Source: an optimization exercise on an open RTL-to-GDS flow (aim: small area, a short achievable clock period and few clock cycles per item). Production flows keep margins and buffers that such runs may drop.

Design alu_seq_param, start of the top module:
module alu_seq_param #(
  parameter int WIDTH = 32,
  parameter int SHW   = $clog2(WIDTH)
) (
  input  logic             clk,
  input  logic             rst,
  input  logic             in_valid,
  output logic             in_ready,
  input  logic [3:0]       op,
  input  logic [3:0]       op1,
  input  logic [WIDTH-1:0] in0,
  input  logic [WIDTH-1:0] in1,
  output logic             out_valid,
  input  logic             out_ready,
  output logic [WIDTH-1:0] out,
  output logic [WIDTH-1:0] out0,
  output logic             carryout,
  output logic             overflow,
  output logic             zero,
  output logic             N,
  output logic             err
);
  localparam int D    = 6;       
  localparam int K    = 3;       
  localparam int W    = 46;       
  localparam int LOW  = 24;     
  localparam int HIW  = 40;     
  localparam int ITW  = 2;
  logic          skid_v, s1_v, s2_v, cpa_v, out_v;
  logic [ITW-1:0] it_q;
  logic [71:0]   skid_q;
  logic          stall, s1_mul, last_it, s1_done, s1_free, accept;
  assign stall    = out_v & ~out_ready;
  assign last_it  = (it_q == ITW'(K - 1));
  assign s1_done  = s1_v & ~stall & (~s1_mul | last_it);
  assign s1_free  = ~s1_v | s1_done;
  assign in_ready = ~skid_v;
  assign accept   = in_valid & ~skid_v;
  always_ff @(posedge clk) begin
    if (rst) begin
      skid_v <= 1'b0;
      s1_v   <= 1'b0;
    end else begin
      if (s1_free) begin
        s1_v   <= skid_v | accept;
        skid_v <= 1'b0;
      end else if (accept) begin
        skid_v <= 1'b1;
      end
    end
  end
  always_ff @(posedge clk)
    if (accept & ~s1_free) skid_q <= {op, op1, in0, in1};
  logic [3:0]  n_op, n_op1;
  logic [31:0] n_a, n_b, nb;
  ...
Size in the first run: roughly 3100 cells after synthesis, ~370 flip-flops, roughly 150 I/O pins, roughly 33000 sq um of cells after synthesis.
export LEC_CHECK = 0
export CAP_MARGIN = 20
export CORE_MARGIN = 2
export CORE_UTILIZATION = 40
export SETUP_SLACK_MARGIN = 4.5
export SLEW_MARGIN = 20
create_clock -name core_clock -period 8.0 [get_ports {clk}]
run.sh (not shown) runs the stock make flow with config.mk's settings and CLKGATE_MAP_FILE= SYNTH_SCRIPT=/design/flow/synth_recipe.tcl, a recipe that flattens the netlist after the stock synthesis.
Change:
--- a/flow/design.v
+++ b/flow/design.v
@@ -85,24 +85,24 @@
       k_not <= n_not;
       s1_mul <= n_mul;
       k_ill <= n_ill;
       k_sub <= n_op1[1];
       k_sl  <= ~(n_op1[0] ^ n_op1[1]);                   
       k_sra <= (n_op1[1:0] == 2'd2);
       k_sla <= (n_op1[1:0] == 2'd3);
       k_sgn <= n_op1[0];
     end
   end
   logic [31:0] sum;
-  logic        c32, sum_x;
-  assign {c32, sum, sum_x} = {1'b0, a, 1'b1} + {1'b0, b, k_sub};
+  logic        c32;
+  assign {c32, sum} = {1'b0, a} + {1'b0, b} + {32'd0, k_sub};
   logic [4:0]  sh;
   logic [31:0] arev, srcw, shw_r;
   logic [32:0] shx;
   logic        sla_ov;
   assign sh = b[4:0];
   always_comb begin
     for (int i = 0; i < 32; i++) arev[i] = a[31 - i];
     srcw = k_sl ? arev : a;
     shx  = $signed({k_sra & a[31], srcw, 1'b0}) >>> sh;
     for (int i = 0; i < 32; i++) shw_r[i] = shx[32 - i];
   end
@@ -931,46 +931,44 @@
   assign fs232 = r5[30] ^ fs191 ^ fc190;
   assign fc232 = (r5[30] & fs191) | (r5[30] & fc190) | (fs191 & fc190);
   wire fs233, fc233;
   assign fs233 = ns[4] ^ r5[31] ^ fc191;
   assign fc233 = (ns[4] & r5[31]) | (ns[4] & fc191) | (r5[31] & fc191);
   wire fs234, fc234;
   assign fs234 = 1'b1 ^ r5[32];
   assign fc234 = 1'b1 & r5[32];
   logic [2*D:0]   lo_sum;
   logic           lo_cy;
   logic           mzero;
-  logic           lo_x;
-  assign {lo_sum, lo_x} = {1'b0, acc_s[2*D-1:0], 1'b1} + {1'b0, acc_c[2*D-1:0], lo_cy & (it_q != ITW'(1))};
+  assign lo_sum = {1'b0, acc_s[2*D-1:0]} + {1'b0, acc_c[2*D-1:0]} + {{(2*D){1'b0}}, lo_cy & (it_q != ITW'(1))};
   always_ff @(posedge clk) begin
     if (rst) begin
       it_q  <= '0;
       cpa_v <= 1'b0;
     end else if (~stall) begin
       cpa_v <= s1_v & s1_mul & last_it;
       if (s1_v & s1_mul) it_q <= last_it ? '0 : it_q + 1'b1;
     end
   end
   always_ff @(posedge clk) begin
     if (~stall & s1_v & s1_mul) begin
       acc_s <= {1'b0, 1'b1, ns[5], fs234, fs233, fs232, fs231, fs230, fc228, fc227, fc226, fc225, fc224, fc223, fc222, fc221, fc220, fc219, fc218, fc217, fc216, fc215, fc214, fc213, fc212, fc211, fc210, fc209, fc208, fc207, fc206, fc205, fc204, fc203, fc202, fc201, fc200, fc199, fc198, fc197, fc196, fc195, fc194, fc193, fc192, r0[0]};
       acc_c <= {1'b0, 1'b0, fc234, fc233, fc232, fc231, fc230, fc229, fs229, fs228, fs227, fs226, fs225, fs224, fs223, fs222, fs221, fs220, fs219, fs218, fs217, fs216, fs215, fs214, fs213, fs212, fs211, fs210, fs209, fs208, fs207, fs206, fs205, fs204, fs203, fs202, fs201, fs200, fs199, fs198, fs197, fs196, fs195, fs194, fs193, fs192};
       if (first) mzero <= (a == 32'd0) || (b == 32'd0);
       else begin
         lo_cy <= lo_sum[2*D];
       end
     end
   end
   logic [HIW-1:0] phi;
-  logic           phi_x;
-  assign {phi, phi_x} = {acc_s[HIW-1:0], 1'b1} + {acc_c[HIW-1:0], lo_cy};
+  assign phi = acc_s[HIW-1:0] + acc_c[HIW-1:0] + {{(HIW-1){1'b0}}, lo_cy};
   logic [31:0] o_q, o0_q;
   logic        cy_q, ov_q, z_q, n_q, e_q;
   always_ff @(posedge clk) begin
     if (rst) out_v <= 1'b0;
     else if (~stall) out_v <= cpa_v | s2_v;
   end
   always_ff @(posedge clk) begin
     if (~stall) begin
       if (cpa_v) begin
         {o0_q, o_q[31:LOW]} <= phi;
         cy_q <= 1'b0;
The new run completed with no timing, DRC or antenna violations.
Setup slack gets worse by 15 ps.
Non-clock buffer count falls by 19.
Area after synthesis goes down slightly.
Cell area drops slightly.
Die area drops slightly.
No run of this note included a check of the RTL's function; only the layout flow was run.

[static timing again, ports no longer ideal]
In the flow no input, the clock included, has a driving cell. The finished layouts below were timed again as built, in two steps. Step 1 (the two cells are an assumption about what drives the block):
set clk [get_ports {clk}]
set_driving_cell -lib_cell sky130_fd_sc_hd__clkbuf_16 $clk
set_driving_cell -lib_cell sky130_fd_sc_hd__buf_2 [delete_from_list [all_inputs] $clk]
Step 2 also shifts input and output timing later by t, the mid clock arrival at the registers, as if the neighbouring blocks saw the same clock. Slacks: ideal ports / drivers / drivers and shift; pairs: ideal ports / drivers.
run	shift t [ns]	slack for setup (ns)	clock arrival spread, ns	worst data-port slew with drivers (ns)
the first run	0.666	4.476 / 4.476 / 3.950	0.076 / 0.076	0.06
the second run	0.653	4.461 / 4.461 / 4.020	0.050 / 0.050	0.05
After both steps setup and hold are still met in every run listed. The setup slack of the first run, which loses most, moves by 0.000 ns with the drivers and by -0.526 ns with both steps.
